This design comes from an exercise in tuning for small area, a short achievable clock period and few clock cycles per item on the open sky130 flow, not from production work.
The RTL was checked by simulation tests, not by an equivalence proof against the original design.

==> flow/design.v (excerpt) <==
module elgamal32_sign_verify_unit (
  input  wire logic                          clk,
  input  wire logic                          rst,
  input  wire logic                          psel,
  input  wire logic                          penable,
  input  wire logic                          pwrite,
  input  wire logic [3:0]                    paddr,
  input  wire logic [31:0]                   pwdata,
  output logic [31:0]                        prdata,
  output logic                               pready,
  input  wire logic                          req_valid,
  output logic                               req_stall,
  input  wire logic [128:0]                  req_word,
  output logic                               rsp_valid,
  input  wire logic                          rsp_stall,
  output logic [65:0]                        rsp_word
);
Size in the first run: about 7500 cells after synthesis, ~620 flip-flops, ~270 I/O pins.
make LEC_CHECK=0 CAP_MARGIN=20 CORE_MARGIN=2 CORE_UTILIZATION=40 CTS_BUF_LIST=sky130_fd_sc_hd__clkbuf_8 CTS_CLUSTER_SIZE=40 SETUP_SLACK_MARGIN=4.5 SLEW_MARGIN=20 finish   # period 10.0 ns
run.sh (not shown) runs the stock make flow with config.mk's settings and CLKGATE_MAP_FILE= SYNTH_SCRIPT=/design/flow/synth_recipe.tcl, a recipe that flattens the netlist after the stock synthesis.
Testbench counts at the start, summed over its fixed seeds: cycles 174,278, items 320.
Next try:
--- a/flow/design.v
+++ b/flow/design.v
@@ -64,22 +64,18 @@
   logic [37:0] ss, cc, bb, mag, xr, yr;
   logic [37:0] s1, m1, c1, s2, m2, c2;
   logic        xneg;
   logic [2:0]  lo;
   always_comb begin
     ss = {{2{s[35]}}, s};
     cc = {{2{c[35]}}, c};
     bb = {{4{b[33]}}, b};
-    case (d)
-      3'b001, 3'b010, 3'b101, 3'b110: mag = bb;
-      3'b011, 3'b100:                 mag = {bb[36:0], 1'b0};
-      default:                        mag = 38'd0;
-    endcase
-    xneg = d[2] & ~(d[1] & d[0]);
+    mag  = ({38{d[0]}} & bb) | ({38{d[1]}} & {bb[36:0], 1'b0});
+    xneg = d[2];
     xr   = xneg ? ~mag : mag;
     case (q)
       2'd1:    yr = {6'd0, p};
       2'd2:    yr = {5'd0, p, 1'b0};
       2'd3:    yr = ~{6'd0, p[31:1], 1'b0};   
       default: yr = 38'd0;
     endcase
     s1 = ss ^ cc ^ xr;
@@ -140,22 +136,18 @@
   logic [3:0] yc [4];
   logic [5:0] f1, g1, f2, f3, g3, f4, f5, g5, f6;
   logic [5:0] h1 [4];
   logic [5:0] h2 [4];
   logic [5:0] l2 [4];
   logic [1:0] w2 [4];
   logic [1:0] q2c [4];
   always_comb begin
-    case (d0)
-      3'b001, 3'b010, 3'b101, 3'b110: mag0 = b;
-      3'b011, 3'b100:                 mag0 = {b[4:0], 1'b0};
-      default:                        mag0 = 6'd0;
-    endcase
-    n0 = d0[2] & ~(d0[1] & d0[0]);
+    mag0 = ({6{d0[0]}} & b) | ({6{d0[1]}} & {b[4:0], 1'b0});
+    n0   = d0[2];
     x0 = n0 ? ~mag0 : mag0;
     case (q0)
       2'd1:    y0 = p;
       2'd2:    y0 = {p[4:0], 1'b0};
       2'd3:    y0 = ~{p[5:1], 1'b0};
       default: y0 = 6'd0;
     endcase
     case (d1)
@@ -206,16 +198,26 @@
     case (q1)
       2'd0:    q2 = q2c[0];
       2'd1:    q2 = q2c[1];
       2'd2:    q2 = q2c[2];
       default: q2 = q2c[3];
     endcase
   end
 endmodule
+module elg_booth_dec (
+  input  wire logic [2:0] w,
+  output logic      [2:0] dd
+);
+  always_comb begin
+    dd[0] = w[1] ^ w[0];
+    dd[1] = (w == 3'b011) || (w == 3'b100);
+    dd[2] = w[2] & ~(w[1] & w[0]);
+  end
+endmodule
 `default_nettype wire
 `default_nettype none
 module elgamal32_sign_verify_unit (
   input  wire logic                          clk,
   input  wire logic                          rst,
   input  wire logic                          psel,
   input  wire logic                          penable,
   input  wire logic                          pwrite,
@@ -435,18 +437,20 @@
     .c        (C),
     .cin      (cin),
     .b        (B),
     .p        (p),
     .s_next   (s_mid),
     .c_next   (c_mid),
     .cin_next (cin_mid)
   );
+  logic [2:0] dd2, dd_ld, dd_st;
+  elg_booth_dec u_bd2 (.w(A[3:1]), .dd(dd2));
   elg_mont_step u_mont2 (
-    .d        (A[3:1]),
+    .d        (dd2),
     .q        (q_mid),
     .s        (s_mid),
     .c        (c_mid),
     .cin      (cin_mid),
     .b        (B),
     .p        (p),
     .s_next   (s_next),
     .c_next   (c_next),
@@ -466,16 +470,18 @@
     .q2  (q_nx)
   );
   logic [36:0] t_sum1;
   assign t_sum1 = {s_mid, 1'b1} + {c_mid, cin_mid};
   assign t_sum  = t_sum1[36:1];
   assign un    = mm ? t_sum : {4'b0000, r_next};
   logic [1:0] q_first;
   logic [1:0] a_lo, b_lo;
+  elg_booth_dec u_bdl (.w({a_lo, 1'b0}), .dd(dd_ld));
+  elg_booth_dec u_bds (.w(A[5:3]), .dd(dd_st));
   elg_mont_q u_qf (
     .d  ({a_lo, 1'b0}),
     .b  (b_lo),
     .s   (2'b00),
     .c   (2'b00),
     .cin (1'b0),
     .p1 (p[1]),
     .q  (q_first)
@@ -1027,17 +1033,17 @@
         V3_n    = {2'b00, E};
         E_n     = eu_take ? eu_add : V3[31:0];
         neg_n   = ~neg;
         eu_ph_n = 1'b0;
       end
     end
     C_n   = gl ? 36'd0 : ((gbusy & mm & ~glast) ? c_next : C);
     cin_n = gl ? 1'b0 : ((gbusy & mm & ~glast) ? cin_next : cin);
-    md_n    = gl ? {a_lo, 1'b0} : ((gbusy & mm & ~glast) ? A[5:3] : md);
+    md_n    = gl ? dd_ld : ((gbusy & mm & ~glast) ? dd_st : md);
     mq_n    = gl ? q_first : ((gbusy & mm & ~glast) ? q_nx : mq);
     glast_n = gbusy_n & (gcnt_n == 7'd0);
   end
   always_ff @(posedge clk) begin
     R      <= R_n;
     C      <= C_n;
     cin    <= cin_n;
     A      <= A_n;
What happened:
- The new run finished with timing, DRC and antenna clean
- global-route usage falls by 2.5 points
- hold slack stays flat
- fmax went up by 2.8%
- count of clock-buffer cells in the layout drops by 9
- worst setup slack improved by 0.17 ns
Testbench counts after the change, summed over its fixed seeds: cycles 174,278, items 320.

afterwards: timing with drivers on the ports:
The flow's constraints put no driver on any port. The routed layouts listed below were extracted and timed again, unchanged, in two steps.
Step 1, drivers: a clkbuf_16 drives clk and a buf_2 each remaining input, both assumed.
Step 2, shift: input delay + t, output delay - t, t = (earliest + latest rising clock arrival at the registers) / 2. This alone moves slack from input paths to output paths.
a / b / c = no drivers / after step 1 / after step 2; a / b = the first two.
run	t (ns)	slack for setup (ns)	worst setup path at the end	pins driven straight from the clock port
the first run	0.980	3.840 / 3.840 / 3.840	register to register	1
the second run	0.967	4.008 / 4.008 / 3.851	input to register	1
After both steps setup and hold are still met in every run listed. For the second run, which loses most, drivers alone change the setup slack by 0.000 ns; drivers and shift together by -0.157 ns.
